Source: an optimization exercise on an open RTL-to-GDS flow (aim: small area). Production flows keep margins and buffers that such runs may drop. Function was checked by simulation only, so behaviour that the tests miss may differ from the original.

`flow/flow/run.sh`:
```
#!/bin/bash
# Standard synthesis; then every combinational cell of the netlist is set to
# its smallest drive strength before the standard layout steps, whose timing
# and design repair size up what needs it.  Ports get the smallest buffer.
set -euo pipefail
bash standard.sh synth > synth_stage.log 2>&1
NET=orfs/results/sky130hd/nn_top/base/1_2_yosys.v
python3 flow/downsize.py $NET > downsize.log 2>&1
bash standard.sh "BUFFER_PORTS_ARGS=-buffer_cell sky130_fd_sc_hd__buf_1" finish > layout_stage.log 2>&1
```
`flow/flow/downsize.py`:
```
#!/usr/bin/env python3
"""Swap each combinational cell of the synthesized netlist for the smallest
drive strength of the same cell (same function and pins).  Timing repair in
the later steps sizes up what needs it."""
import re, sys
LIB = "/OpenROAD-flow-scripts/flow/platforms/sky130hd/lib/sky130_fd_sc_hd__tt_025C_1v80.lib"
txt = open(LIB).read()
area = {}
for c in re.split(r'\n\s*cell\s*\(', txt)[1:]:
    n = re.match(r'\s*"?(\w+)"?', c).group(1)
    a = re.search(r'area\s*:\s*([\d.]+)', c)
    if a:
        area[n] = float(a.group(1))
SKIP = re.compile(r'__(df|edf|sdf|dl|clk|conb|tap|fill|decap|buf|inv|probe|lpflow|mux2i|ebuf|einv)')
def target(cell):
    if SKIP.search(cell):
        return cell
    m = re.match(r'(sky130_fd_sc_hd__\w+?)_(\d+)$', cell)
    if not m:
        return cell
    best = cell
    for d in ("0", "1"):
        cand = f"{m.group(1)}_{d}"
        if cand in area and area[cand] < area[best]:
            best = cand
    return best
path = sys.argv[1]
net = open(path).read()
swaps = {}
def sub(m):
    t = target(m.group(1))
    if t != m.group(1):
        swaps[(m.group(1), t)] = swaps.get((m.group(1), t), 0) + 1
    return m.group(0).replace(m.group(1), t, 1)
net = re.sub(r'^(\s*sky130_fd_sc_hd__\w+)(?=\s)', lambda m: sub2(m), net, flags=re.M) if False else \
      re.sub(r'(?m)^\s*(sky130_fd_sc_hd__\w+)\s', sub, net)
open(path, "w").write(net)
for (a, b), n in sorted(swaps.items()):
    print(f"{n:5d} {a} -> {b}")
```
`flow/standard.sh`:
```
#!/bin/bash
# synth_recipe.tcl (not shown) runs the flow's synth.tcl, then flattens the netlist and writes it again
# the make line also repeats each setting of config.mk as NAME=value (left out here)
make -C /OpenROAD-flow-scripts/flow DESIGN_CONFIG=/design/flow/config.mk WORK_HOME=/design/flow/orfs CLKGATE_MAP_FILE= SYNTH_SCRIPT=/design/flow/synth_recipe.tcl "${@:-finish}"
```
`flow/config.mk`:
```
export PLATFORM = sky130hd
export DESIGN_NAME = nn_top
export DESIGN_NICKNAME = nn_top
export VERILOG_FILES = /design/flow/design.v
export SDC_FILE = /design/flow/constraint.sdc
export NUM_CORES = 4
export LEC_CHECK = 0
export CAP_MARGIN = 20
export CORE_MARGIN = 2
export CORE_UTILIZATION = 40
export CTS_CLUSTER_DIAMETER = 100
export CTS_CLUSTER_SIZE = 24
export GPL_TIMING_DRIVEN = 0
export SLEW_MARGIN = 20
export SYNTH_HIERARCHICAL = 1
```
`flow/constraint.sdc`:
```
create_clock -name core_clock -period 8.0 [get_ports {clk}]
set_input_delay 1.6000 -clock core_clock [delete_from_list [all_inputs] [get_ports {clk}]]
set_output_delay 1.6000 -clock core_clock [all_outputs]
set_load 0.01 [all_outputs]
```
`flow/design.v`:
```
`timescale 1ns/10ps
`default_nettype none
package nn_pkg;
	localparam int DATA_W    = 16;
	localparam int FRAC_BITS = 8;
	localparam int N_IN  = 4;
	localparam int N_HID = 3;
	localparam int N_OUT = 1;
	localparam int N_W1 = N_IN * N_HID;
	localparam int N_W2 = N_HID;
	typedef logic signed [DATA_W-1:0] data_t;
endpackage
`default_nettype wire
`timescale 1ns/10ps
`default_nettype none
module input_loader (
	input  wire        en,
	input  wire [15:0] word,
	output wire [15:0] gated
);
	assign gated = word & {16{en}};
endmodule
`default_nettype wire
`timescale 1ns/10ps
`default_nettype none
module nn_fa (input wire a, input wire b, input wire c, output wire s, output wire co);
	assign s  = a ^ b ^ c;
	assign co = (a & b) | (a & c) | (b & c);
endmodule
module nn_fa1 (input wire a, input wire b, output wire s, output wire co);
	assign s  = ~(a ^ b);
	assign co = a | b;
endmodule
module nn_ha (input wire a, input wire b, output wire s, output wire co);
	assign s  = a ^ b;
	assign co = a & b;
endmodule
module nn_benc (input wire b2, input wire b1, input wire b0, output wire one, output wire two, output wire neg);
	assign one = b1 ^ b0;
	assign two = (b2 & ~b1 & ~b0) | (~b2 & b1 & b0);
	assign neg = b2;
endmodule
module nn_bsel (input wire one, input wire two, input wire neg, input wire ak, input wire akm1, output wire p);
	assign p = ((one & ak) | (two & akm1)) ^ neg;
endmodule
module nn_bsel0 (input wire one, input wire neg, input wire a0, output wire p);
	assign p = (one & a0) ^ neg;
endmodule
module mac_b (
	input  wire [15:0] a,
	input  wire [15:0] b,
	input  wire [15:0] acc,
	output wire [15:0] y
);
	wire one0;
	wire two0;
	wire neg0;
	wire p1;
	wire p2;
	wire p3;
	wire p4;
	wire p5;
	wire p6;
	wire p7;
	wire p8;
	wire p9;
	wire p10;
	wire p11;
	wire p12;
	wire p13;
	wire p14;
	wire p15;
	wire p16;
	wire p17;
	wire ns18;
	wire one1;
	wire two1;
	wire neg1;
	wire p19;
	wire p20;
	wire p21;
	wire p22;
	wire p23;
	wire p24;
	wire p25;
	wire p26;
	wire p27;
	wire p28;
	wire p29;
	wire p30;
	wire p31;
	wire p32;
	wire p33;
	wire p34;
	wire p35;
	wire ns36;
	wire one2;
	wire two2;
	wire neg2;
	wire p37;
	wire p38;
	wire p39;
	wire p40;
	wire p41;
	wire p42;
	wire p43;
	wire p44;
	wire p45;
	wire p46;
	wire p47;
	wire p48;
	wire p49;
	wire p50;
	wire p51;
	wire p52;
	wire p53;
	wire ns54;
	wire one3;
	wire two3;
	wire neg3;
	wire p55;
	wire p56;
	wire p57;
	wire p58;
	wire p59;
	wire p60;
	wire p61;
	wire p62;
	wire p63;
	wire p64;
	wire p65;
	wire p66;
	wire p67;
	wire p68;
	wire p69;
	wire p70;
	wire p71;
	wire ns72;
	wire one4;
	wire two4;
	wire neg4;
	wire p73;
	wire p74;
	wire p75;
	wire p76;
	wire p77;
	wire p78;
	wire p79;
	wire p80;
	wire p81;
	wire p82;
	wire p83;
	wire p84;
	wire p85;
	wire p86;
	wire p87;
	wire p88;
	wire one5;
	wire two5;
	wire neg5;
	wire p89;
	wire p90;
	wire p91;
	wire p92;
	wire p93;
	wire p94;
	wire p95;
	wire p96;
	wire p97;
	wire p98;
	wire p99;
	wire p100;
	wire p101;
	wire p102;
	wire one6;
	wire two6;
	wire neg6;
	wire p103;
	wire p104;
	wire p105;
	wire p106;
	wire p107;
	wire p108;
	wire p109;
	wire p110;
	wire p111;
	wire p112;
	wire p113;
	wire p114;
	wire one7;
	wire two7;
	wire neg7;
	wire p115;
	wire p116;
	wire p117;
	wire p118;
	wire p119;
	wire p120;
	wire p121;
	wire p122;
	wire p123;
	wire p124;
	wire s125;
	wire c126;
	wire s127;
	wire c128;
	wire s129;
	wire c130;
	wire s131;
	wire c132;
	wire s133;
	wire c134;
	wire s135;
	wire c136;
	wire s137;
	wire c138;
	wire s139;
	wire c140;
	wire s141;
	wire c142;
	wire s143;
	wire c144;
	wire s145;
	wire c146;
	wire s147;
	wire c148;
	wire s149;
	wire c150;
	wire s151;
	wire c152;
	wire s153;
	wire c154;
	wire s155;
	wire c156;
	wire s157;
	wire c158;
	wire s159;
	wire c160;
	wire s161;
	wire c162;
	wire s163;
	wire c164;
	wire s165;
	wire c166;
	wire s167;
	wire c168;
	wire s169;
	wire c170;
	wire s171;
	wire c172;
	wire s173;
	wire c174;
	wire s175;
	wire c176;
	wire s177;
	wire c178;
	wire s179;
	wire c180;
	wire s181;
	wire c182;
	wire s183;
	wire c184;
	wire s185;
	wire c186;
	wire s187;
	wire c188;
	wire s189;
	wire c190;
	wire s191;
	wire c192;
	wire s193;
	wire c194;
	wire s195;
	wire c196;
	wire s197;
	wire c198;
	wire s199;
	wire c200;
	wire s201;
	wire c202;
	wire s203;
	wire c204;
	wire s205;
	wire c206;
	wire s207;
	wire c208;
	wire s209;
	wire c210;
	wire s211;
	wire c212;
	wire s213;
	wire c214;
	wire s215;
	wire c216;
	wire s217;
	wire c218;
	wire s219;
	wire c220;
	wire s221;
	wire c222;
	wire s223;
	wire c224;
	wire s225;
	wire c226;
	wire s227;
	wire c228;
	wire s229;
	wire c230;
	wire s231;
	wire c232;
	wire s233;
	wire c234;
	wire s235;
	wire c236;
	wire s237;
	wire c238;
	wire s239;
	wire c240;
	wire s241;
	wire c242;
	wire s243;
	wire c244;
	wire s245;
	wire c246;
	wire s247;
	wire c248;
	wire s249;
	wire c250;
	wire s251;
	wire c252;
	wire s253;
	wire c254;
	wire s255;
	wire c256;
	wire s257;
	wire c258;
	wire s259;
	wire c260;
	wire s261;
	wire c262;
	wire s263;
	wire c264;
	wire s265;
	wire c266;
	wire s267;
	wire c268;
	wire s269;
	wire c270;
	wire s271;
	wire c272;
	wire s273;
	wire c274;
	wire s275;
	wire c276;
	wire s277;
	wire c278;
	wire s279;
	wire c280;
	wire s281;
	wire c282;
	wire s283;
	wire c284;
	wire s285;
	wire c286;
	wire s287;
	wire c288;
	wire s289;
	wire c290;
	wire s291;
	wire c292;
	wire s293;
	wire c294;
	wire s295;
	wire c296;
	wire s297;
	wire c298;
	wire s299;
	wire c300;
	wire s301;
	wire c302;
	wire s303;
	wire c304;
	wire s305;
	wire c306;
	wire s307;
	wire c308;
	wire s309;
	wire c310;
	wire s311;
	wire c312;
	wire s313;
	wire c314;
	wire s315;
	wire c316;
	wire s317;
	wire c318;
	wire s319;
	wire c320;
	wire s321;
	wire c322;
	wire s323;
	wire c324;
	wire s325;
	wire c326;
	wire s327;
	wire s328;
	wire s329;
	wire s330;
	wire s331;
	wire [23:0] r0, r1, s;
	nn_benc ue0 (.b2(b[1]), .b1(b[0]), .b0(1'b0), .one(one0), .two(two0), .neg(neg0));
	nn_bsel0 up1 (.one(one0), .neg(neg0), .a0(a[0]), .p(p1));
	nn_bsel up2 (.one(one0), .two(two0), .neg(neg0), .ak(a[1]), .akm1(a[0]), .p(p2));
	nn_bsel up3 (.one(one0), .two(two0), .neg(neg0), .ak(a[2]), .akm1(a[1]), .p(p3));
	nn_bsel up4 (.one(one0), .two(two0), .neg(neg0), .ak(a[3]), .akm1(a[2]), .p(p4));
	nn_bsel up5 (.one(one0), .two(two0), .neg(neg0), .ak(a[4]), .akm1(a[3]), .p(p5));
	nn_bsel up6 (.one(one0), .two(two0), .neg(neg0), .ak(a[5]), .akm1(a[4]), .p(p6));
	nn_bsel up7 (.one(one0), .two(two0), .neg(neg0), .ak(a[6]), .akm1(a[5]), .p(p7));
	nn_bsel up8 (.one(one0), .two(two0), .neg(neg0), .ak(a[7]), .akm1(a[6]), .p(p8));
	nn_bsel up9 (.one(one0), .two(two0), .neg(neg0), .ak(a[8]), .akm1(a[7]), .p(p9));
	nn_bsel up10 (.one(one0), .two(two0), .neg(neg0), .ak(a[9]), .akm1(a[8]), .p(p10));
	nn_bsel up11 (.one(one0), .two(two0), .neg(neg0), .ak(a[10]), .akm1(a[9]), .p(p11));
	nn_bsel up12 (.one(one0), .two(two0), .neg(neg0), .ak(a[11]), .akm1(a[10]), .p(p12));
	nn_bsel up13 (.one(one0), .two(two0), .neg(neg0), .ak(a[12]), .akm1(a[11]), .p(p13));
	nn_bsel up14 (.one(one0), .two(two0), .neg(neg0), .ak(a[13]), .akm1(a[12]), .p(p14));
	nn_bsel up15 (.one(one0), .two(two0), .neg(neg0), .ak(a[14]), .akm1(a[13]), .p(p15));
	nn_bsel up16 (.one(one0), .two(two0), .neg(neg0), .ak(a[15]), .akm1(a[14]), .p(p16));
	nn_bsel up17 (.one(one0), .two(two0), .neg(neg0), .ak(a[15]), .akm1(a[15]), .p(p17));
	assign ns18 = ~p17;
	nn_benc ue1 (.b2(b[3]), .b1(b[2]), .b0(b[1]), .one(one1), .two(two1), .neg(neg1));
	nn_bsel0 up19 (.one(one1), .neg(neg1), .a0(a[0]), .p(p19));
	nn_bsel up20 (.one(one1), .two(two1), .neg(neg1), .ak(a[1]), .akm1(a[0]), .p(p20));
	nn_bsel up21 (.one(one1), .two(two1), .neg(neg1), .ak(a[2]), .akm1(a[1]), .p(p21));
	nn_bsel up22 (.one(one1), .two(two1), .neg(neg1), .ak(a[3]), .akm1(a[2]), .p(p22));
	nn_bsel up23 (.one(one1), .two(two1), .neg(neg1), .ak(a[4]), .akm1(a[3]), .p(p23));
	nn_bsel up24 (.one(one1), .two(two1), .neg(neg1), .ak(a[5]), .akm1(a[4]), .p(p24));
	nn_bsel up25 (.one(one1), .two(two1), .neg(neg1), .ak(a[6]), .akm1(a[5]), .p(p25));
	nn_bsel up26 (.one(one1), .two(two1), .neg(neg1), .ak(a[7]), .akm1(a[6]), .p(p26));
	nn_bsel up27 (.one(one1), .two(two1), .neg(neg1), .ak(a[8]), .akm1(a[7]), .p(p27));
	nn_bsel up28 (.one(one1), .two(two1), .neg(neg1), .ak(a[9]), .akm1(a[8]), .p(p28));
	nn_bsel up29 (.one(one1), .two(two1), .neg(neg1), .ak(a[10]), .akm1(a[9]), .p(p29));
	nn_bsel up30 (.one(one1), .two(two1), .neg(neg1), .ak(a[11]), .akm1(a[10]), .p(p30));
	nn_bsel up31 (.one(one1), .two(two1), .neg(neg1), .ak(a[12]), .akm1(a[11]), .p(p31));
	nn_bsel up32 (.one(one1), .two(two1), .neg(neg1), .ak(a[13]), .akm1(a[12]), .p(p32));
	nn_bsel up33 (.one(one1), .two(two1), .neg(neg1), .ak(a[14]), .akm1(a[13]), .p(p33));
	nn_bsel up34 (.one(one1), .two(two1), .neg(neg1), .ak(a[15]), .akm1(a[14]), .p(p34));
	nn_bsel up35 (.one(one1), .two(two1), .neg(neg1), .ak(a[15]), .akm1(a[15]), .p(p35));
	assign ns36 = ~p35;
	nn_benc ue2 (.b2(b[5]), .b1(b[4]), .b0(b[3]), .one(one2), .two(two2), .neg(neg2));
	nn_bsel0 up37 (.one(one2), .neg(neg2), .a0(a[0]), .p(p37));
	nn_bsel up38 (.one(one2), .two(two2), .neg(neg2), .ak(a[1]), .akm1(a[0]), .p(p38));
	nn_bsel up39 (.one(one2), .two(two2), .neg(neg2), .ak(a[2]), .akm1(a[1]), .p(p39));
	nn_bsel up40 (.one(one2), .two(two2), .neg(neg2), .ak(a[3]), .akm1(a[2]), .p(p40));
	nn_bsel up41 (.one(one2), .two(two2), .neg(neg2), .ak(a[4]), .akm1(a[3]), .p(p41));
	nn_bsel up42 (.one(one2), .two(two2), .neg(neg2), .ak(a[5]), .akm1(a[4]), .p(p42));
	nn_bsel up43 (.one(one2), .two(two2), .neg(neg2), .ak(a[6]), .akm1(a[5]), .p(p43));
	nn_bsel up44 (.one(one2), .two(two2), .neg(neg2), .ak(a[7]), .akm1(a[6]), .p(p44));
	nn_bsel up45 (.one(one2), .two(two2), .neg(neg2), .ak(a[8]), .akm1(a[7]), .p(p45));
	nn_bsel up46 (.one(one2), .two(two2), .neg(neg2), .ak(a[9]), .akm1(a[8]), .p(p46));
	nn_bsel up47 (.one(one2), .two(two2), .neg(neg2), .ak(a[10]), .akm1(a[9]), .p(p47));
	nn_bsel up48 (.one(one2), .two(two2), .neg(neg2), .ak(a[11]), .akm1(a[10]), .p(p48));
	nn_bsel up49 (.one(one2), .two(two2), .neg(neg2), .ak(a[12]), .akm1(a[11]), .p(p49));
	nn_bsel up50 (.one(one2), .two(two2), .neg(neg2), .ak(a[13]), .akm1(a[12]), .p(p50));
	nn_bsel up51 (.one(one2), .two(two2), .neg(neg2), .ak(a[14]), .akm1(a[13]), .p(p51));
	nn_bsel up52 (.one(one2), .two(two2), .neg(neg2), .ak(a[15]), .akm1(a[14]), .p(p52));
	nn_bsel up53 (.one(one2), .two(two2), .neg(neg2), .ak(a[15]), .akm1(a[15]), .p(p53));
	assign ns54 = ~p53;
	nn_benc ue3 (.b2(b[7]), .b1(b[6]), .b0(b[5]), .one(one3), .two(two3), .neg(neg3));
	nn_bsel0 up55 (.one(one3), .neg(neg3), .a0(a[0]), .p(p55));
	nn_bsel up56 (.one(one3), .two(two3), .neg(neg3), .ak(a[1]), .akm1(a[0]), .p(p56));
	nn_bsel up57 (.one(one3), .two(two3), .neg(neg3), .ak(a[2]), .akm1(a[1]), .p(p57));
	nn_bsel up58 (.one(one3), .two(two3), .neg(neg3), .ak(a[3]), .akm1(a[2]), .p(p58));
	nn_bsel up59 (.one(one3), .two(two3), .neg(neg3), .ak(a[4]), .akm1(a[3]), .p(p59));
	nn_bsel up60 (.one(one3), .two(two3), .neg(neg3), .ak(a[5]), .akm1(a[4]), .p(p60));
	nn_bsel up61 (.one(one3), .two(two3), .neg(neg3), .ak(a[6]), .akm1(a[5]), .p(p61));
	nn_bsel up62 (.one(one3), .two(two3), .neg(neg3), .ak(a[7]), .akm1(a[6]), .p(p62));
	nn_bsel up63 (.one(one3), .two(two3), .neg(neg3), .ak(a[8]), .akm1(a[7]), .p(p63));
	nn_bsel up64 (.one(one3), .two(two3), .neg(neg3), .ak(a[9]), .akm1(a[8]), .p(p64));
	nn_bsel up65 (.one(one3), .two(two3), .neg(neg3), .ak(a[10]), .akm1(a[9]), .p(p65));
	nn_bsel up66 (.one(one3), .two(two3), .neg(neg3), .ak(a[11]), .akm1(a[10]), .p(p66));
	nn_bsel up67 (.one(one3), .two(two3), .neg(neg3), .ak(a[12]), .akm1(a[11]), .p(p67));
	nn_bsel up68 (.one(one3), .two(two3), .neg(neg3), .ak(a[13]), .akm1(a[12]), .p(p68));
	nn_bsel up69 (.one(one3), .two(two3), .neg(neg3), .ak(a[14]), .akm1(a[13]), .p(p69));
	nn_bsel up70 (.one(one3), .two(two3), .neg(neg3), .ak(a[15]), .akm1(a[14]), .p(p70));
	nn_bsel up71 (.one(one3), .two(two3), .neg(neg3), .ak(a[15]), .akm1(a[15]), .p(p71));
	assign ns72 = ~p71;
	nn_benc ue4 (.b2(b[9]), .b1(b[8]), .b0(b[7]), .one(one4), .two(two4), .neg(neg4));
	nn_bsel0 up73 (.one(one4), .neg(neg4), .a0(a[0]), .p(p73));
	nn_bsel up74 (.one(one4), .two(two4), .neg(neg4), .ak(a[1]), .akm1(a[0]), .p(p74));
	nn_bsel up75 (.one(one4), .two(two4), .neg(neg4), .ak(a[2]), .akm1(a[1]), .p(p75));
	nn_bsel up76 (.one(one4), .two(two4), .neg(neg4), .ak(a[3]), .akm1(a[2]), .p(p76));
	nn_bsel up77 (.one(one4), .two(two4), .neg(neg4), .ak(a[4]), .akm1(a[3]), .p(p77));
	nn_bsel up78 (.one(one4), .two(two4), .neg(neg4), .ak(a[5]), .akm1(a[4]), .p(p78));
	nn_bsel up79 (.one(one4), .two(two4), .neg(neg4), .ak(a[6]), .akm1(a[5]), .p(p79));
	nn_bsel up80 (.one(one4), .two(two4), .neg(neg4), .ak(a[7]), .akm1(a[6]), .p(p80));
	nn_bsel up81 (.one(one4), .two(two4), .neg(neg4), .ak(a[8]), .akm1(a[7]), .p(p81));
	nn_bsel up82 (.one(one4), .two(two4), .neg(neg4), .ak(a[9]), .akm1(a[8]), .p(p82));
	nn_bsel up83 (.one(one4), .two(two4), .neg(neg4), .ak(a[10]), .akm1(a[9]), .p(p83));
	nn_bsel up84 (.one(one4), .two(two4), .neg(neg4), .ak(a[11]), .akm1(a[10]), .p(p84));
	nn_bsel up85 (.one(one4), .two(two4), .neg(neg4), .ak(a[12]), .akm1(a[11]), .p(p85));
	nn_bsel up86 (.one(one4), .two(two4), .neg(neg4), .ak(a[13]), .akm1(a[12]), .p(p86));
	nn_bsel up87 (.one(one4), .two(two4), .neg(neg4), .ak(a[14]), .akm1(a[13]), .p(p87));
	nn_bsel up88 (.one(one4), .two(two4), .neg(neg4), .ak(a[15]), .akm1(a[14]), .p(p88));
	nn_benc ue5 (.b2(b[11]), .b1(b[10]), .b0(b[9]), .one(one5), .two(two5), .neg(neg5));
	nn_bsel0 up89 (.one(one5), .neg(neg5), .a0(a[0]), .p(p89));
	nn_bsel up90 (.one(one5), .two(two5), .neg(neg5), .ak(a[1]), .akm1(a[0]), .p(p90));
	nn_bsel up91 (.one(one5), .two(two5), .neg(neg5), .ak(a[2]), .akm1(a[1]), .p(p91));
	nn_bsel up92 (.one(one5), .two(two5), .neg(neg5), .ak(a[3]), .akm1(a[2]), .p(p92));
	nn_bsel up93 (.one(one5), .two(two5), .neg(neg5), .ak(a[4]), .akm1(a[3]), .p(p93));
	nn_bsel up94 (.one(one5), .two(two5), .neg(neg5), .ak(a[5]), .akm1(a[4]), .p(p94));
	nn_bsel up95 (.one(one5), .two(two5), .neg(neg5), .ak(a[6]), .akm1(a[5]), .p(p95));
	nn_bsel up96 (.one(one5), .two(two5), .neg(neg5), .ak(a[7]), .akm1(a[6]), .p(p96));
	nn_bsel up97 (.one(one5), .two(two5), .neg(neg5), .ak(a[8]), .akm1(a[7]), .p(p97));
	nn_bsel up98 (.one(one5), .two(two5), .neg(neg5), .ak(a[9]), .akm1(a[8]), .p(p98));
	nn_bsel up99 (.one(one5), .two(two5), .neg(neg5), .ak(a[10]), .akm1(a[9]), .p(p99));
	nn_bsel up100 (.one(one5), .two(two5), .neg(neg5), .ak(a[11]), .akm1(a[10]), .p(p100));
	nn_bsel up101 (.one(one5), .two(two5), .neg(neg5), .ak(a[12]), .akm1(a[11]), .p(p101));
	nn_bsel up102 (.one(one5), .two(two5), .neg(neg5), .ak(a[13]), .akm1(a[12]), .p(p102));
	nn_benc ue6 (.b2(b[13]), .b1(b[12]), .b0(b[11]), .one(one6), .two(two6), .neg(neg6));
	nn_bsel0 up103 (.one(one6), .neg(neg6), .a0(a[0]), .p(p103));
	nn_bsel up104 (.one(one6), .two(two6), .neg(neg6), .ak(a[1]), .akm1(a[0]), .p(p104));
	nn_bsel up105 (.one(one6), .two(two6), .neg(neg6), .ak(a[2]), .akm1(a[1]), .p(p105));
	nn_bsel up106 (.one(one6), .two(two6), .neg(neg6), .ak(a[3]), .akm1(a[2]), .p(p106));
	nn_bsel up107 (.one(one6), .two(two6), .neg(neg6), .ak(a[4]), .akm1(a[3]), .p(p107));
	nn_bsel up108 (.one(one6), .two(two6), .neg(neg6), .ak(a[5]), .akm1(a[4]), .p(p108));
	nn_bsel up109 (.one(one6), .two(two6), .neg(neg6), .ak(a[6]), .akm1(a[5]), .p(p109));
	nn_bsel up110 (.one(one6), .two(two6), .neg(neg6), .ak(a[7]), .akm1(a[6]), .p(p110));
	nn_bsel up111 (.one(one6), .two(two6), .neg(neg6), .ak(a[8]), .akm1(a[7]), .p(p111));
	nn_bsel up112 (.one(one6), .two(two6), .neg(neg6), .ak(a[9]), .akm1(a[8]), .p(p112));
	nn_bsel up113 (.one(one6), .two(two6), .neg(neg6), .ak(a[10]), .akm1(a[9]), .p(p113));
	nn_bsel up114 (.one(one6), .two(two6), .neg(neg6), .ak(a[11]), .akm1(a[10]), .p(p114));
	nn_benc ue7 (.b2(b[15]), .b1(b[14]), .b0(b[13]), .one(one7), .two(two7), .neg(neg7));
	nn_bsel0 up115 (.one(one7), .neg(neg7), .a0(a[0]), .p(p115));
	nn_bsel up116 (.one(one7), .two(two7), .neg(neg7), .ak(a[1]), .akm1(a[0]), .p(p116));
	nn_bsel up117 (.one(one7), .two(two7), .neg(neg7), .ak(a[2]), .akm1(a[1]), .p(p117));
	nn_bsel up118 (.one(one7), .two(two7), .neg(neg7), .ak(a[3]), .akm1(a[2]), .p(p118));
	nn_bsel up119 (.one(one7), .two(two7), .neg(neg7), .ak(a[4]), .akm1(a[3]), .p(p119));
	nn_bsel up120 (.one(one7), .two(two7), .neg(neg7), .ak(a[5]), .akm1(a[4]), .p(p120));
	nn_bsel up121 (.one(one7), .two(two7), .neg(neg7), .ak(a[6]), .akm1(a[5]), .p(p121));
	nn_bsel up122 (.one(one7), .two(two7), .neg(neg7), .ak(a[7]), .akm1(a[6]), .p(p122));
	nn_bsel up123 (.one(one7), .two(two7), .neg(neg7), .ak(a[8]), .akm1(a[7]), .p(p123));
	nn_bsel up124 (.one(one7), .two(two7), .neg(neg7), .ak(a[9]), .akm1(a[8]), .p(p124));
	nn_fa us125 (.a(neg1), .b(p3), .c(p19), .s(s125), .co(c126));
	nn_fa us127 (.a(p4), .b(p20), .c(c126), .s(s127), .co(c128));
	nn_fa us129 (.a(neg2), .b(p5), .c(p21), .s(s129), .co(c130));
	nn_fa us131 (.a(p37), .b(s129), .c(c128), .s(s131), .co(c132));
	nn_fa us133 (.a(p6), .b(p22), .c(p38), .s(s133), .co(c134));
	nn_fa us135 (.a(c130), .b(s133), .c(c132), .s(s135), .co(c136));
	nn_fa us137 (.a(neg3), .b(p7), .c(p23), .s(s137), .co(c138));
	nn_fa us139 (.a(p39), .b(p55), .c(c134), .s(s139), .co(c140));
	nn_fa us141 (.a(s137), .b(s139), .c(c136), .s(s141), .co(c142));
	nn_fa us143 (.a(p8), .b(p24), .c(p40), .s(s143), .co(c144));
	nn_fa us145 (.a(p56), .b(c138), .c(s143), .s(s145), .co(c146));
	nn_fa us147 (.a(c140), .b(s145), .c(c142), .s(s147), .co(c148));
	nn_fa us149 (.a(acc[0]), .b(neg4), .c(p9), .s(s149), .co(c150));
	nn_fa us151 (.a(p25), .b(p41), .c(p57), .s(s151), .co(c152));
	nn_fa us153 (.a(p73), .b(c144), .c(s149), .s(s153), .co(c154));
	nn_fa us155 (.a(s151), .b(c146), .c(s153), .s(s155), .co(c156));
	nn_fa us157 (.a(acc[1]), .b(p10), .c(p26), .s(s157), .co(c158));
	nn_fa us159 (.a(p42), .b(p58), .c(p74), .s(s159), .co(c160));
	nn_fa us161 (.a(c150), .b(c152), .c(s157), .s(s161), .co(c162));
	nn_fa us163 (.a(s159), .b(c154), .c(s161), .s(s163), .co(c164));
	nn_fa us165 (.a(acc[2]), .b(neg5), .c(p11), .s(s165), .co(c166));
	nn_fa us167 (.a(p27), .b(p43), .c(p59), .s(s167), .co(c168));
	nn_fa us169 (.a(p75), .b(p89), .c(c158), .s(s169), .co(c170));
	nn_fa us171 (.a(c160), .b(s165), .c(s167), .s(s171), .co(c172));
	nn_fa us173 (.a(c162), .b(s169), .c(s171), .s(s173), .co(c174));
	nn_fa us175 (.a(acc[3]), .b(p12), .c(p28), .s(s175), .co(c176));
	nn_fa us177 (.a(p44), .b(p60), .c(p76), .s(s177), .co(c178));
	nn_fa us179 (.a(p90), .b(c166), .c(c168), .s(s179), .co(c180));
	nn_fa us181 (.a(s175), .b(s177), .c(c170), .s(s181), .co(c182));
	nn_fa us183 (.a(c172), .b(s179), .c(s181), .s(s183), .co(c184));
	nn_fa us185 (.a(acc[4]), .b(neg6), .c(p13), .s(s185), .co(c186));
	nn_fa us187 (.a(p29), .b(p45), .c(p61), .s(s187), .co(c188));
	nn_fa us189 (.a(p77), .b(p91), .c(p103), .s(s189), .co(c190));
	nn_fa us191 (.a(c176), .b(c178), .c(s185), .s(s191), .co(c192));
	nn_fa us193 (.a(s187), .b(s189), .c(c180), .s(s193), .co(c194));
	nn_fa us195 (.a(s191), .b(c182), .c(s193), .s(s195), .co(c196));
	nn_fa us197 (.a(acc[5]), .b(p14), .c(p30), .s(s197), .co(c198));
	nn_fa us199 (.a(p46), .b(p62), .c(p78), .s(s199), .co(c200));
	nn_fa us201 (.a(p92), .b(p104), .c(c186), .s(s201), .co(c202));
	nn_fa us203 (.a(c188), .b(c190), .c(s197), .s(s203), .co(c204));
	nn_fa us205 (.a(s199), .b(c192), .c(s201), .s(s205), .co(c206));
	nn_fa us207 (.a(s203), .b(c194), .c(s205), .s(s207), .co(c208));
	nn_fa us209 (.a(acc[6]), .b(neg7), .c(p15), .s(s209), .co(c210));
	nn_fa us211 (.a(p31), .b(p47), .c(p63), .s(s211), .co(c212));
	nn_fa us213 (.a(p79), .b(p93), .c(p105), .s(s213), .co(c214));
	nn_fa us215 (.a(p115), .b(c198), .c(c200), .s(s215), .co(c216));
	nn_fa us217 (.a(s209), .b(s211), .c(s213), .s(s217), .co(c218));
	nn_fa us219 (.a(c202), .b(c204), .c(s215), .s(s219), .co(c220));
	nn_fa us221 (.a(s217), .b(c206), .c(s219), .s(s221), .co(c222));
	nn_fa us223 (.a(acc[7]), .b(p16), .c(p32), .s(s223), .co(c224));
	nn_fa us225 (.a(p48), .b(p64), .c(p80), .s(s225), .co(c226));
	nn_fa us227 (.a(p94), .b(p106), .c(p116), .s(s227), .co(c228));
	nn_fa us229 (.a(c210), .b(c212), .c(c214), .s(s229), .co(c230));
	nn_fa us231 (.a(s223), .b(s225), .c(s227), .s(s231), .co(c232));
	nn_fa us233 (.a(c216), .b(c218), .c(s229), .s(s233), .co(c234));
	nn_fa us235 (.a(s231), .b(c220), .c(s233), .s(s235), .co(c236));
	nn_fa us237 (.a(acc[8]), .b(p17), .c(p33), .s(s237), .co(c238));
	nn_fa us239 (.a(p49), .b(p65), .c(p81), .s(s239), .co(c240));
	nn_fa us241 (.a(p95), .b(p107), .c(p117), .s(s241), .co(c242));
	nn_fa us243 (.a(c224), .b(c226), .c(c228), .s(s243), .co(c244));
	nn_fa us245 (.a(s237), .b(s239), .c(s241), .s(s245), .co(c246));
	nn_fa us247 (.a(c230), .b(c232), .c(s243), .s(s247), .co(c248));
	nn_fa us249 (.a(s245), .b(c234), .c(s247), .s(s249), .co(c250));
	nn_fa us251 (.a(acc[9]), .b(p17), .c(p34), .s(s251), .co(c252));
	nn_fa us253 (.a(p50), .b(p66), .c(p82), .s(s253), .co(c254));
	nn_fa us255 (.a(p96), .b(p108), .c(p118), .s(s255), .co(c256));
	nn_fa us257 (.a(c238), .b(c240), .c(c242), .s(s257), .co(c258));
	nn_fa us259 (.a(s251), .b(s253), .c(s255), .s(s259), .co(c260));
	nn_fa us261 (.a(c244), .b(c246), .c(s257), .s(s261), .co(c262));
	nn_fa us263 (.a(s259), .b(c248), .c(s261), .s(s263), .co(c264));
	nn_fa us265 (.a(acc[10]), .b(p51), .c(p67), .s(s265), .co(c266));
	nn_fa us267 (.a(p83), .b(p97), .c(p109), .s(s267), .co(c268));
	nn_fa us269 (.a(p119), .b(ns18), .c(ns36), .s(s269), .co(c270));
	nn_fa us271 (.a(c252), .b(c254), .c(c256), .s(s271), .co(c272));
	nn_fa us273 (.a(s265), .b(s267), .c(s269), .s(s273), .co(c274));
	nn_fa us275 (.a(c258), .b(c260), .c(s271), .s(s275), .co(c276));
	nn_fa us277 (.a(s273), .b(c262), .c(s275), .s(s277), .co(c278));
	nn_fa1 us279 (.a(acc[11]), .b(p52), .s(s279), .co(c280));
	nn_fa us281 (.a(p68), .b(p84), .c(p98), .s(s281), .co(c282));
	nn_fa us283 (.a(p110), .b(p120), .c(c266), .s(s283), .co(c284));
	nn_fa us285 (.a(c268), .b(s279), .c(s281), .s(s285), .co(c286));
	nn_fa us287 (.a(c270), .b(c272), .c(s283), .s(s287), .co(c288));
	nn_fa us289 (.a(s285), .b(c274), .c(c276), .s(s289), .co(c290));
	nn_fa us291 (.a(s287), .b(c278), .c(s289), .s(s291), .co(c292));
	nn_fa us293 (.a(acc[12]), .b(p69), .c(p85), .s(s293), .co(c294));
	nn_fa us295 (.a(p99), .b(p111), .c(p121), .s(s295), .co(c296));
	nn_fa us297 (.a(ns54), .b(c280), .c(c282), .s(s297), .co(c298));
	nn_fa us299 (.a(s293), .b(s295), .c(c284), .s(s299), .co(c300));
	nn_fa us301 (.a(c286), .b(s297), .c(c288), .s(s301), .co(c302));
	nn_fa us303 (.a(s299), .b(c290), .c(s301), .s(s303), .co(c304));
	nn_fa1 us305 (.a(acc[13]), .b(p70), .s(s305), .co(c306));
	nn_fa us307 (.a(p86), .b(p100), .c(p112), .s(s307), .co(c308));
	nn_fa us309 (.a(p122), .b(c294), .c(c296), .s(s309), .co(c310));
	nn_fa us311 (.a(s305), .b(s307), .c(c298), .s(s311), .co(c312));
	nn_fa us313 (.a(s309), .b(c300), .c(s311), .s(s313), .co(c314));
	nn_fa us315 (.a(c302), .b(s313), .c(c304), .s(s315), .co(c316));
	nn_fa us317 (.a(acc[14]), .b(p87), .c(p101), .s(s317), .co(c318));
	nn_fa us319 (.a(p113), .b(p123), .c(ns72), .s(s319), .co(c320));
	nn_fa us321 (.a(c306), .b(c308), .c(s317), .s(s321), .co(c322));
	nn_fa us323 (.a(s319), .b(c310), .c(s321), .s(s323), .co(c324));
	nn_fa us325 (.a(c312), .b(s323), .c(c314), .s(s325), .co(c326));
	assign s327 = ~acc[15];
	assign s328 = s327 ^ p88 ^ p102;
	assign s329 = p114 ^ p124 ^ c318;
	assign s330 = s328 ^ c320 ^ c322;
	assign s331 = s329 ^ c324 ^ s330;
	assign r0 = {c326, c316, s315, c292, s291, c264, c250, c236, c222, c208, c196, c184, c174, c164, c156, c148, s147, s141, s135, s131, s127, s125, p2, p1};
	assign r1 = {s331, s325, 1'b0, s303, 1'b0, s277, s263, s249, s235, s221, s207, s195, s183, s173, s163, s155, 1'b0, 1'b0, 1'b0, 1'b0, 1'b0, 1'b0, 1'b0, neg0};
	assign s = r0 + r1;
	assign y = s[23:8];
endmodule
`default_nettype wire
`timescale 1ns/10ps
`default_nettype none
module nn_top (
	input  logic          clk,
	input  logic          rst_n,
	input  logic          in_valid_d,
	input  nn_pkg::data_t data_point,
	input  logic          in_valid_w1,
	input  nn_pkg::data_t weight1,
	input  logic          in_valid_w2,
	input  nn_pkg::data_t weight2,
	output logic          out_valid,
	output nn_pkg::data_t out
);
	localparam int DATA_W = nn_pkg::DATA_W;
	localparam int N_W1   = nn_pkg::N_W1;
	localparam int N_W2   = nn_pkg::N_W2;
	logic [1:0]                     cnt;
	logic [3:0]                     m1;
	logic [1:0]                     m2;
	logic [N_W1-1:0][DATA_W-1:0]    w1;
	logic [N_W2-1:0][DATA_W-1:0]    w2;
	logic [DATA_W-1:0]              x1, x2;
	logic                           v1, v2;
	logic [1:0]                     i1, i2;
	logic [2:0][DATA_W-1:0]         acc;
	logic                           r2;
	logic [DATA_W-1:0]              oacc;
	always_ff @(posedge clk or negedge rst_n) begin
		if (!rst_n) begin
			cnt <= '0;
			v1  <= 1'b0;
			v2  <= 1'b0;
			r2  <= 1'b0;
		end else begin
			if (in_valid_d)
				cnt <= cnt + 2'd1;
			v1 <= in_valid_d;
			v2 <= v1;
			r2 <= v2 && (i2 == 2'd3);
		end
	end
	always_ff @(posedge clk) begin
		x1 <= data_point;
		x2 <= x1;
		i1 <= cnt;
		i2 <= i1;
	end
	always_ff @(posedge clk or negedge rst_n) begin
		if (!rst_n) begin
			m1 <= '0;
			m2 <= '0;
		end else begin
			if (in_valid_w1 && m1 != 4'(N_W1))
				m1 <= m1 + 4'd1;
			if (in_valid_w2 && m2 != 2'(N_W2))
				m2 <= m2 + 2'd1;
		end
	end
	logic [2:0] vx;
	assign vx = {v2, v1, in_valid_d};
	always_ff @(posedge clk) begin
		for (int j = 0; j < 3; j++) begin
			if (in_valid_w1 || vx[j]) begin
				for (int i = 0; i < 3; i++)
					w1[4*j+i] <= w1[4*j+i+1];
				if (!in_valid_w1)
					w1[4*j+3] <= w1[4*j];
				else if (j == 2)
					w1[4*j+3] <= weight1;
				else
					w1[4*j+3] <= w1[(4*j+4) % N_W1];
			end
		end
	end
	always_ff @(posedge clk) begin
		if (in_valid_w2) begin
			w2[N_W2-1] <= weight2;
			for (int k = 0; k < N_W2 - 1; k++)
				w2[k] <= w2[k+1];
		end
	end
	logic [2:0][DATA_W-1:0] xs;
	logic [2:0][1:0]        ix;
	logic [2:0]             ok;
	logic [2:0][DATA_W-1:0] xg;
	logic [2:0][DATA_W-1:0] acc_in;
	logic [2:0][DATA_W-1:0] acc_nx;
	logic [N_W1-1:0] sv;
	always_comb
		for (int k = 0; k < N_W1; k++)
			sv[k] = (m1 >= 4'(N_W1 - k));
	assign xs = {x2, x1, data_point};
	assign ix = {i2, i1, cnt};
	genvar gj;
	generate
		for (gj = 0; gj < 3; gj++) begin : g_hid
			assign ok[gj] = vx[gj] && sv[4*gj + ix[gj]];
			input_loader u_gate (
				.en    (ok[gj]),
				.word  (xs[gj]),
				.gated (xg[gj])
			);
			assign acc_in[gj] = (vx[gj] && ix[gj] == 2'd0) ? '0 : acc[gj];
			mac_b u_mac (
				.a   (xg[gj]),
				.b   (w1[4*gj]),
				.acc (acc_in[gj]),
				.y   (acc_nx[gj])
			);
		end
	endgenerate
	always_ff @(posedge clk)
		acc <= acc_nx;
	logic [2:0]        hd;
	logic [2:0]        hs;
	logic [14:0]       h;
	logic [DATA_W-1:0] wsel;
	logic [DATA_W-1:0] oacc_in;
	logic [DATA_W-1:0] oacc_nx;
	assign hd = {r2, v2 && (i2 == 2'd3), v1 && (i1 == 2'd3)};
	assign hs[0] = hd[0] && !acc[0][DATA_W-1] && (m2 >= 2'd3);
	assign hs[1] = hd[1] && !acc[1][DATA_W-1] && (m2 >= 2'd2);
	assign hs[2] = hd[2] && !acc[2][DATA_W-1] && (m2 >= 2'd1);
	assign h    = (acc[0][14:0] & {15{hs[0]}})
	            | (acc[1][14:0] & {15{hs[1]}})
	            | (acc[2][14:0] & {15{hs[2]}});
	assign wsel = (w2[0] & {DATA_W{hd[0]}})
	            | (w2[1] & {DATA_W{hd[1]}})
	            | (w2[2] & {DATA_W{hd[2]}});
	assign oacc_in = hd[0] ? '0 : oacc;
	mac_b u_omac (
		.a   (wsel),
		.b   ({1'b0, h}),
		.acc (oacc_in),
		.y   (oacc_nx)
	);
	always_ff @(posedge clk)
		oacc <= oacc_nx;
	always_ff @(posedge clk or negedge rst_n) begin
		if (!rst_n)
			out_valid <= 1'b0;
		else
			out_valid <= r2;
	end
	assign out = oacc;
endmodule
`default_nettype wire
```
==> qor.csv, run 1 <==
metric,value,unit
final worst slack,321,ps
CTS max path bufs,3,
# Post-CTS Setup Buffers,0,
reg2reg end,oacc[15]$_DFF_P_,
nets,3303,
largest net degree at the start of global routing,65,
final setup violation count,0,
clk root buf,clkbuf_16,
synthesized area,31800,um2
class of the worst hold path,reg -> reg,
"commonest non-fill, non-tap cell in the layout",xnor2_1,
initial core utilization,40.3,%
residual DRC count,0,
Fmax achieved,130,MHz
Chip Height,286,um
die footprint,81700,um2
layout filler cell count,7414,
"most used cell, CP",fa_1,
Max-Cap Viols,0,
worst-path maximum fanout,16,
final worst-path cycle share,96.0,%
drt initial violations,3021,
Crit. End Element,register,
die width,286,um
Final Slew Violations,0,
Max transition margin,18.4,%
YS warnings,7,
Worst Hold Depth,0,
CTS tree,yes,
drt pass-1 iters,9,
IO buf count,68,
initial antenna violation count,0,
vias in the first global route,23502,
post-route ant nets,0,
Crit-path slowest cell,o22ai_2,
GPL Wtd Cong,0.937,
RSZ-0062 raised after global routing,false,
Gate Count Post-Synth,2666,
wire per inst,23.0,um
total CTS buffers,24,
Via density,5.85,
worst-path cell chain,"and3_1, buf_4, nor3b_2, a221o_1, nand2b_1, o22ai_2, a22oi_1, xnor2_1, fa_1, fa_1, fa_1, fa_1, fa_1, fa_1, ha_1, nand3_1, or4_1, a211oi_1, o21a_1, a31oi_1, xnor2_1",
R2R setup slack,320,ps
Total Routing Usage GR,21.8,%
site row count,103,
Least-Margin Pin Slew,1220,ps
gr ovfl total,0,
crit path from,i2[0]$_DFF_P_,
startpoint types,register,
hold buffer count at cts,0,
most frequent cells in the layout,"xnor2_1 (554), a22oi_1 (452), fa_1 (396)",
Hold Fails Final Rpt,0,
Reg2Reg Depth,21,
Critical Path Max Stage Delay,660,ps
outcome,finished clean,
ratio of cells with drive above 1 in the final layout,7.70,%
CORE AREA,78900,um2
HP Start,x1[0]$_DFF_P_,
Vias,22538,
Avg Synthesized Cell Area,11.9,um2
number of diodes,0,
Worst Path Arrival,8160,ps
clock sinks,352,
DP Wirelength,66500,um
worst r2r src,i2[0]$_DFF_P_,
layout overhead on the synthesized area,9.47,%
min Tclk post-route,7680,ps
first-pass GRT wire length,140000,um
final wirelength,88800,um
crit path kind,reg -> reg,
clk slew on worst S/H paths,90,ps
clk_skew,24.6,ps
pre-CTS setup slack,-73.6,ps
worst skew pair latency,590,ps
WHS Endpoint,x2[0]$_DFF_P_,
WP data required,8480,ps
post-cts repair resize count,0,
IO Pins,70,
H-tree depth,1,
[worst max-delay path by stage]
stage / endpoint / slack, ps
after detailed placement: acc[15]$_DFF_P_ / -70
after global routing: acc[47]$_DFF_P_ / 10
after floorplan: acc[9]$_DFF_P_ / 1350
after global placement: oacc[15]$_DFF_P_ / -180
final: oacc[15]$_DFF_P_ / 320
after CTS: oacc[15]$_DFF_P_ / 120
[worst max-delay path: cells and delay by family (launching register included)]
family	cells	cell delay, ps
buffers and inverters	1	250
AND/OR/NAND/NOR	5	1570
XOR/XNOR	2	330
AO/OA/AOI/OAI	6	2170
adder cells (fa/ha/maj)	7	2800
flip-flops	1	420
[area by class of cell]
class	instances	area, um2	area share, %
buffer	68	450	1.29
clock buffer	32	641	1.84
clock inverter	12	190	0.547
inverter	80	300	0.863
multi-input combinational	2176	21900	63.0
sequential	352	9510	27.3
tap	1050	1310	3.78
timing repair buffer	84	463	1.33
[metrics by stage]
stage / instances / util [%] / TNS [ps] / hold slack [ps] / instance area (um2)
2_1_floorplan: 2676 / - / 0 / 324 / 31800
3_3_place_gp: 3794 / 42.3 / -537 / 341 / 33400
3_5_place_dp: 3810 / 43.0 / -99.1 / 337 / 33900
4_1_cts: 3854 / 44.1 / 0 / 358 / 34700
5_1_grt: 3854 / 44.1 / 0 / 367 / 34800
6_report: 3854 / 44.1 / 0 / 354 / 34800
[metal layers]
layer	global-route usage, %	wire, um	up-vias
met2	34.9	41400	998
met5	0	0	-
li1	-	-	9823
met3	2.93	6110	159
met4	7.07	3100	0
met1	30.7	38200	11558
[registers in the layout, indices dropped and copies added, names as in the netlist, 2 cells and up]
| name | cells |
|---|---|
| cnt | 2 |
| x2 | 16 |
| i2 | 2 |
| w1 | 192 |
| m2 | 2 |
| w2 | 48 |
| m1 | 4 |
| i1 | 2 |
| oacc | 16 |
| x1 | 16 |
| acc | 48 |
==> run 2, diff against run 1 <==
==> flow/flow/run.sh (replaced) <==
#!/bin/bash
# Standard synthesis; then every combinational cell of the netlist is set to
# its smallest drive strength before the standard layout steps, whose timing
# and design repair size up what needs it.
set -euo pipefail
bash standard.sh synth > synth_stage.log 2>&1
NET=orfs/results/sky130hd/nn_top/base/1_2_yosys.v
python3 flow/downsize.py $NET > downsize.log 2>&1
bash standard.sh finish > layout_stage.log 2>&1
--- a/flow/config.mk
+++ b/flow/config.mk
@@ -8,8 +8,5 @@
 export CAP_MARGIN = 20
 export CORE_MARGIN = 2
 export CORE_UTILIZATION = 40
-export CTS_CLUSTER_DIAMETER = 100
-export CTS_CLUSTER_SIZE = 24
-export GPL_TIMING_DRIVEN = 0
 export SLEW_MARGIN = 20
 export SYNTH_HIERARCHICAL = 1
==> qor.csv, run 2 <==
metric,value,unit
# Post-CTS Setup Buffers,0,
WP data required,8440,ps
Via density,5.77,
Placed Cells,3853,
Gate Count Post-Synth,2666,
WHS,341,ps
Total Routing Usage GR,22.3,%
class of the worst hold path,reg -> reg,
clock sinks,352,
first-pass GRT wire length,142000,um
most frequent cells in the layout,"xnor2_1 (554), a22oi_1 (452), fa_1 (396)",
WHS Endpoint,x2[6]$_DFF_P_,
Biggest register,w1,
Vias,22676,
max reg flops,192,
CTS max path bufs,3,
clk slew on worst S/H paths,60,ps
Chip Height,286,um
clk_skew,44.2,ps
min Tclk post-route,7270,ps
Max-Cap Viols,0,
worst skew pair latency,590,ps
crit path kind,reg -> reg,
CORE AREA,78900,um2
Sum Neg Setup Slack,0,ps
worst r2r src,i2[0]$_DFF_P_,
clk root buf,clkbuf_16,
initial core utilization,40.3,%
ratio of cells with drive above 1 in the final layout,8.79,%
largest net degree at the start of global routing,65,
residual DRC count,0,
die footprint,81700,um2
final worst-path cycle share,90.9,%
drt pass-1 iters,8,
vias in the first global route,23692,
final setup violation count,0,
IO Pins,70,
wire per inst,23.1,um
final wirelength,90700,um
HP Start,x1[6]$_DFF_P_,
Worst Hold Depth,0,
Max transition margin,25.7,%
Crit. End Element,register,
Final Slew Violations,0,
post-cts repair resize count,0,
DP Wirelength,66300,um
initial antenna violation count,1,
R2R setup slack,730,ps
GPL Wtd Cong,0.950,
gr ovfl total,0,
worst-path maximum fanout,17,
startpoint types,register,
Avg Synthesized Cell Area,11.9,um2
YS warnings,7,
total CTS buffers,40,
H-tree depth,2,
Top Registers,"w1 x192, acc x48, w2 x48",
drt initial violations,2639,
CTS tree,yes,
Least-Margin Pin Slew,1110,ps
outcome,finished clean,
IO buf count,69,
"commonest non-fill, non-tap cell in the layout",xnor2_1,
die width,286,um
nets,3363,
layout overhead on the synthesized area,12.5,%
RSZ-0062 raised after global routing,false,
hold buffer count at cts,0,
Reg2Reg Depth,21,
post-route ant nets,0,
"Cell Count, Final, Fillers Out",3928,
Hold Fails Final Rpt,0,
reg2reg end,oacc[15]$_DFF_P_,
Worst Path Arrival,7710,ps
site row count,103,
synthesized area,31800,um2
Fmax achieved,138,MHz
==> run 2: worst max-delay path by stage <==
| stage | start | end | cells after the start |
|---|---|---|---|
| 2_1_floorplan | in_valid_d | acc[9]$_DFF_P_ | 16 |
| 3_3_place_gp | in_valid_d | acc[15]$_DFF_P_ | 18 |
| 3_5_place_dp | in_valid_d | acc[15]$_DFF_P_ | 17 |
| 6_report | i2[0]$_DFF_P_ | oacc[15]$_DFF_P_ | 21 |
| 4_1_cts | i2[0]$_DFF_P_ | oacc[15]$_DFF_P_ | 21 |
| 5_1_grt | i2[0]$_DFF_P_ | oacc[15]$_DFF_P_ | 20 |
==> run 2: cell type report <==
cell class / count / area [um2]
Antenna cell: 1 / 2.50
Clock buffer: 54 / 1120
Clock inverter: 19 / 293
Fill cell: 7295 / 43100
Inverter: 80 / 300
Multi-Input combinational cell: 2176 / 21600
Sequential cell: 352 / 9510
Tap cell: 1050 / 1310
Timing Repair Buffer: 196 / 1640
==> run 2: critical path, cell delays in order (launching register included) <==
cell and delay (ps):
dfxtp_1 400, and3_1 380, nor3b_1 590, buf_4 280, a221o_1 270, xor2_1 160
buf_4 260, nand2_1 100, xnor2_1 170, fa_1 410, fa_1 390, fa_1 390
fa_1 390, fa_1 390, fa_1 430, ha_1 370, nand3_1 90, or4_1 540
a211oi_1 600, o21a_1 240, a31oi_1 120, xnor2_1 140
==> run 2: layer usage <==
layer	up-vias	track usage (%)	part of all wire [%]
li1	9999	-	-
met2	1058	35.3	46
met4	0	8.10	3.8
met1	11442	31.2	43
met5	-	0	0
met3	177	3.20	7.4
==> run 2: per-stage QoR <==
step           cell area, um2  worst slack, ps  utilization, %
4_1_cts                 35700              838            45.3
3_5_place_dp            34300              512            43.5
2_1_floorplan           31800             1350               -
5_1_grt                 35800              433            45.3
6_report                35800              731            45.3
3_3_place_gp            34300              607            43.5
==> run 3, diff against run 2 <==
--- a/flow/design.v
+++ b/flow/design.v
@@ -40,6 +40,11 @@
 	assign two = (b2 & ~b1 & ~b0) | (~b2 & b1 & b0);
 	assign neg = b2;
 endmodule
+module nn_benc0 (input wire b2, input wire b1, output wire one, output wire two, output wire neg);
+	assign one = b1;
+	assign two = b2 & ~b1;
+	assign neg = b2;
+endmodule
 module nn_bsel (input wire one, input wire two, input wire neg, input wire ak, input wire akm1, output wire p);
 	assign p = ((one & ak) | (two & akm1)) ^ neg;
 endmodule
@@ -408,7 +413,7 @@
 	wire s330;
 	wire s331;
 	wire [23:0] r0, r1, s;
-	nn_benc ue0 (.b2(b[1]), .b1(b[0]), .b0(1'b0), .one(one0), .two(two0), .neg(neg0));
+	nn_benc0 ue0 (.b2(b[1]), .b1(b[0]), .one(one0), .two(two0), .neg(neg0));
 	nn_bsel0 up1 (.one(one0), .neg(neg0), .a0(a[0]), .p(p1));
 	nn_bsel up2 (.one(one0), .two(two0), .neg(neg0), .ak(a[1]), .akm1(a[0]), .p(p2));
 	nn_bsel up3 (.one(one0), .two(two0), .neg(neg0), .ak(a[2]), .akm1(a[1]), .p(p3));
@@ -648,7 +653,133 @@
 	assign s331 = s329 ^ c324 ^ s330;
 	assign r0 = {c326, c316, s315, c292, s291, c264, c250, c236, c222, c208, c196, c184, c174, c164, c156, c148, s147, s141, s135, s131, s127, s125, p2, p1};
 	assign r1 = {s331, s325, 1'b0, s303, 1'b0, s277, s263, s249, s235, s221, s207, s195, s183, s173, s163, s155, 1'b0, 1'b0, 1'b0, 1'b0, 1'b0, 1'b0, 1'b0, neg0};
-	assign s = r0 + r1;
+	wire [23:0] g0, p0;
+	assign g0 = r0 & r1;
+	assign p0 = r0 ^ r1;
+	wire bg1, bp1;
+	assign bg1 = g0[1] | (p0[1] & g0[0]);
+	assign bp1 = p0[1] & p0[0];
+	wire bg2, bp2;
+	assign bg2 = g0[3] | (p0[3] & g0[2]);
+	assign bp2 = p0[3] & p0[2];
+	wire bg3, bp3;
+	assign bg3 = g0[5] | (p0[5] & g0[4]);
+	assign bp3 = p0[5] & p0[4];
+	wire bg4, bp4;
+	assign bg4 = g0[7] | (p0[7] & g0[6]);
+	assign bp4 = p0[7] & p0[6];
+	wire bg5, bp5;
+	assign bg5 = g0[9] | (p0[9] & g0[8]);
+	assign bp5 = p0[9] & p0[8];
+	wire bg6, bp6;
+	assign bg6 = g0[11] | (p0[11] & g0[10]);
+	assign bp6 = p0[11] & p0[10];
+	wire bg7, bp7;
+	assign bg7 = g0[13] | (p0[13] & g0[12]);
+	assign bp7 = p0[13] & p0[12];
+	wire bg8, bp8;
+	assign bg8 = g0[15] | (p0[15] & g0[14]);
+	assign bp8 = p0[15] & p0[14];
+	wire bg9, bp9;
+	assign bg9 = g0[17] | (p0[17] & g0[16]);
+	assign bp9 = p0[17] & p0[16];
+	wire bg10, bp10;
+	assign bg10 = g0[19] | (p0[19] & g0[18]);
+	assign bp10 = p0[19] & p0[18];
+	wire bg11, bp11;
+	assign bg11 = g0[21] | (p0[21] & g0[20]);
+	assign bp11 = p0[21] & p0[20];
+	wire bg12, bp12;
+	assign bg12 = g0[23] | (p0[23] & g0[22]);
+	assign bp12 = p0[23] & p0[22];
+	wire bg13, bp13;
+	assign bg13 = bg2 | (bp2 & bg1);
+	assign bp13 = bp2 & bp1;
+	wire bg14, bp14;
+	assign bg14 = bg4 | (bp4 & bg3);
+	assign bp14 = bp4 & bp3;
+	wire bg15, bp15;
+	assign bg15 = bg6 | (bp6 & bg5);
+	assign bp15 = bp6 & bp5;
+	wire bg16, bp16;
+	assign bg16 = bg8 | (bp8 & bg7);
+	assign bp16 = bp8 & bp7;
+	wire bg17, bp17;
+	assign bg17 = bg10 | (bp10 & bg9);
+	assign bp17 = bp10 & bp9;
+	wire bg18, bp18;
+	assign bg18 = bg12 | (bp12 & bg11);
+	assign bp18 = bp12 & bp11;
+	wire bg19, bp19;
+	assign bg19 = bg14 | (bp14 & bg13);
+	assign bp19 = bp14 & bp13;
+	wire bg20, bp20;
+	assign bg20 = bg16 | (bp16 & bg15);
+	assign bp20 = bp16 & bp15;
+	wire bg21, bp21;
+	assign bg21 = bg18 | (bp18 & bg17);
+	assign bp21 = bp18 & bp17;
+	wire bg22, bp22;
+	assign bg22 = bg20 | (bp20 & bg19);
+	assign bp22 = bp20 & bp19;
+	wire bg23, bp23;
+	assign bg23 = bg21 | (bp21 & bg22);
+	assign bp23 = bp21 & bp22;
+	wire bg24, bp24;
+	assign bg24 = bg15 | (bp15 & bg19);
+	assign bp24 = bp15 & bp19;
+	wire bg25, bp25;
+	assign bg25 = bg17 | (bp17 & bg22);
+	assign bp25 = bp17 & bp22;
+	wire bg26, bp26;
+	assign bg26 = bg3 | (bp3 & bg13);
+	assign bp26 = bp3 & bp13;
+	wire bg27, bp27;
+	assign bg27 = bg5 | (bp5 & bg19);
+	assign bp27 = bp5 & bp19;
+	wire bg28, bp28;
+	assign bg28 = bg7 | (bp7 & bg24);
+	assign bp28 = bp7 & bp24;
+	wire bg29, bp29;
+	assign bg29 = bg9 | (bp9 & bg22);
+	assign bp29 = bp9 & bp22;
+	wire bg30, bp30;
+	assign bg30 = bg11 | (bp11 & bg25);
+	assign bp30 = bp11 & bp25;
+	wire bg31, bp31;
+	assign bg31 = g0[2] | (p0[2] & bg1);
+	assign bp31 = p0[2] & bp1;
+	wire bg32, bp32;
+	assign bg32 = g0[4] | (p0[4] & bg13);
+	assign bp32 = p0[4] & bp13;
+	wire bg33, bp33;
+	assign bg33 = g0[6] | (p0[6] & bg26);
+	assign bp33 = p0[6] & bp26;
+	wire bg34, bp34;
+	assign bg34 = g0[8] | (p0[8] & bg19);
+	assign bp34 = p0[8] & bp19;
+	wire bg35, bp35;
+	assign bg35 = g0[10] | (p0[10] & bg27);
+	assign bp35 = p0[10] & bp27;
+	wire bg36, bp36;
+	assign bg36 = g0[12] | (p0[12] & bg24);
+	assign bp36 = p0[12] & bp24;
+	wire bg37, bp37;
+	assign bg37 = g0[14] | (p0[14] & bg28);
+	assign bp37 = p0[14] & bp28;
+	wire bg38, bp38;
+	assign bg38 = g0[16] | (p0[16] & bg22);
+	assign bp38 = p0[16] & bp22;
+	wire bg39, bp39;
+	assign bg39 = g0[18] | (p0[18] & bg29);
+	assign bp39 = p0[18] & bp29;
+	wire bg40, bp40;
+	assign bg40 = g0[20] | (p0[20] & bg25);
+	assign bp40 = p0[20] & bp25;
+	wire bg41, bp41;
+	assign bg41 = g0[22] | (p0[22] & bg30);
+	assign bp41 = p0[22] & bp30;
+	assign s = p0 ^ {bg41, bg30, bg40, bg25, bg39, bg29, bg38, bg22, bg37, bg28, bg36, bg24, bg35, bg27, bg34, bg19, bg33, bg26, bg32, bg13, bg31, bg1, g0[0], 1'b0};
 	assign y = s[23:8];
 endmodule
 `default_nettype wire
==> flow/flow/run.sh (replaced) <==
#!/bin/bash
# Standard synthesis; then every combinational cell of the netlist is set to
# its smallest drive strength before the standard layout steps, whose timing
# and design repair size up what needs it.  Ports get the smallest buffer;
# the clock tree is built without dummy loads.
set -euo pipefail
bash standard.sh synth > synth_stage.log 2>&1
NET=orfs/results/sky130hd/nn_top/base/1_2_yosys.v
python3 flow/downsize.py $NET > downsize.log 2>&1
bash standard.sh "BUFFER_PORTS_ARGS=-buffer_cell sky130_fd_sc_hd__buf_1" \
  "CTS_ARGS=-sink_clustering_enable -repair_clock_nets -sink_clustering_size 24 -sink_clustering_max_diameter 100 -buf_list sky130_fd_sc_hd__clkbuf_16 -dont_use_dummy_load" \
  finish > layout_stage.log 2>&1
--- a/flow/config.mk
+++ b/flow/config.mk
@@ -8,5 +8,7 @@
 export CAP_MARGIN = 20
 export CORE_MARGIN = 2
 export CORE_UTILIZATION = 40
+export CTS_CLUSTER_DIAMETER = 100
+export CTS_CLUSTER_SIZE = 24
 export SLEW_MARGIN = 20
 export SYNTH_HIERARCHICAL = 1
==> qor.csv, run 3 <==
metric,value,unit
post-route ant nets,0,
Gate Count Post-Synth,2550,
# Post-CTS Setup Buffers,0,
Placed Cells,3746,
vias in the first global route,22731,
nets,3277,
Chip Height,284,um
post-route cell area,34300,um2
site row count,102,
Via density,5.77,
hold buffer count at cts,0,
initial antenna violation count,4,
max reg flops,192,
Hold Fails Final Rpt,0,
post-cts repair resize count,0,
min Tclk post-route,7560,ps
total CTS buffers,24,
CTS max path bufs,3,
drt pass-1 iters,8,
Sum Neg Setup Slack,0,ps
Least-Margin Pin Slew,1080,ps
Total Routing Usage GR,21.7,%
"commonest non-fill, non-tap cell in the layout",xnor2_1,
gr ovfl total,0,
final wirelength,88400,um
Fmax achieved,132,MHz
Crit. End Element,register,
Max transition margin,28.0,%
DP Area,33700,um2
wire per inst,23.4,um
Max-Cap Viols,0,
Top Registers,"w1 x192, acc x48, w2 x48",
startpoint types,register,
WHS,372,ps
Final Slew Violations,0,
Vias,21750,
Biggest register,w1,
die width,284,um
clock sinks,352,
Worst Path Arrival,7980,ps
final worst slack,436,ps
final setup violation count,0,
YS warnings,7,
largest net degree at the start of global routing,65,
ratio of cells with drive above 1 in the final layout,8.35,%
CTS tree,yes,
synthesized area,31500,um2
clk root buf,clkbuf_16,
most frequent cells in the layout,"xnor2_1 (534), a22oi_1 (448), fa_1 (428)",
drt initial violations,2228,
final worst-path cycle share,94.5,%
DP Wirelength,66100,um
"Cell Count, Final, Fillers Out",3771,
H-tree depth,1,
WP data required,8410,ps
Avg Synthesized Cell Area,12.3,um2
layout overhead on the synthesized area,9.09,%
class of the worst hold path,reg -> reg,
GPL Wtd Cong,0.930,
die footprint,80900,um2
pre-CTS setup slack,504,ps
clk slew on worst S/H paths,90,ps
layout filler cell count,7271,
IO Pins,70,
clk_skew,73.0,ps
CORE AREA,77600,um2
residual DRC count,0,
outcome,finished clean,
RSZ-0062 raised after global routing,false,
crit path kind,reg -> reg,
worst skew pair latency,600,ps
initial core utilization,40.5,%
worst-path maximum fanout,16,
IO buf count,69,
first-pass GRT wire length,138000,um
run 3: cell count changes in the layout (fill, tap and decap cells not counted), sizes merged, moves of 28 or more:
cell / change
inv: +36
nand2: -28
a21oi: -36
buf: +82
clkdlybuf4s50: -67
fa: +32
run 3: final cells by class:
cell class | instances | area (um2) | share of cell area [%]
inverters | 120 | 450 | 1.31
repair buffers | 214 | 1350 | 3.94
multi-input cells | 2020 | 21100 | 61.5
diodes | 1 | 2.50 | 0.00729
flip-flops and latches | 352 | 9510 | 27.7
well taps | 1040 | 1300 | 3.79
clock buffers | 24 | 601 | 1.75
run 3: path summary, 6_finish.rpt:
| check | slack (ps) | endpoint | depth (start not counted) | startpoint |
|---|---|---|---|---|
| setup / recovery | 440 | acc[47]$_DFF_P_ | 24 | m1[1]$_DFFE_PN0P_ |
| hold / removal | 370 | x2[3]$_DFF_P_ | 0 | x1[3]$_DFF_P_ |
| setup reg to reg | 440 | acc[47]$_DFF_P_ | 24 | m1[1]$_DFFE_PN0P_ |
| hold reg to reg | 370 | x2[3]$_DFF_P_ | 0 | x1[3]$_DFF_P_ |
| max in group asynchronous | 6630 | out_valid$_DFF_PN0_ | 1 | rst_n |
| min in group asynchronous | 960 | m1[2]$_DFFE_PN0P_ | 1 | rst_n |
run 3: worst max-delay path, stage by stage, from the launching register on:
cell	delay [ps]
dfrtp_1	450
inv_1	130
ha_1	190
nor2b_1	160
a211o_1	300
a21boi_0	220
buf_4	230
and2_0	480
a22oi_1	170
xnor2_1	240
fa_1	480
fa_1	430
fa_1	430
fa_1	400
fa_1	460
ha_1	340
nand4_1	80
nor4_1	570
o21ai_0	360
a31oi_1	430
fa_1	290
xnor2_1	150
xnor2_1	160
xnor2_1	150
xnor2_1	90
run 3: layer usage:
| layer | up-vias | wire length, um | track usage [%] | part of all wire, % |
|---|---|---|---|---|
| met5 | - | 14 | 0 | 0.016 |
| met4 | 2 | 2490 | 5.57 | 2.8 |
| met3 | 125 | 5800 | 2.61 | 6.6 |
| met2 | 910 | 41800 | 35.7 | 47 |
| met1 | 11227 | 38300 | 30.4 | 43 |
| li1 | 9486 | - | - | - |
run 3: per-stage QoR:
stage	util [%]
detailed placement	43.4
global route	44.2
floorplan	-
global placement	43.4
finish	44.2
CTS	44.2

static timing again, ports no longer ideal:
The results above use ideal ports. As a check the final layouts listed here were re-extracted and re-timed, cells and wires unchanged. Step 1 sets driving cells, clkbuf_16 on the clock port and buf_2 on the other inputs (assumed; they add their load-dependent delay and slew). Step 2 adds t to the input delays and takes it off the output delays; t is the mean of the earliest and latest rising clock arrival at the registers after step 1. Input paths then give back, and output paths get back, about the clock's delay inside the block. Slacks: no drivers / after step 1 / after step 2; pairs: no drivers / after step 1.
run | t, ns | setup slack, ns | hold WS [ns] | clock arrival spread, ns | worst register clock-pin slew, ns
run 1 | 0.641 | 0.321 / 0.321 / -0.203 | 0.354 / 0.354 / 0.354 | 0.025 / 0.025 | 0.09 / 0.09
run 2 | 0.637 | 0.731 / 0.731 / 0.399 | 0.341 / 0.341 / 0.341 | 0.046 / 0.045 | 0.07 / 0.07
run 3 | 0.630 | 0.436 / 0.436 / 0.436 | 0.372 / 0.372 / 0.372 | 0.078 / 0.078 | 0.10 / 0.10
With both steps, setup timing fails in run 1, where it was met with ideal ports. For run 1, which loses most, drivers alone change the setup slack by 0.000 ns; drivers and shift together by -0.524 ns.
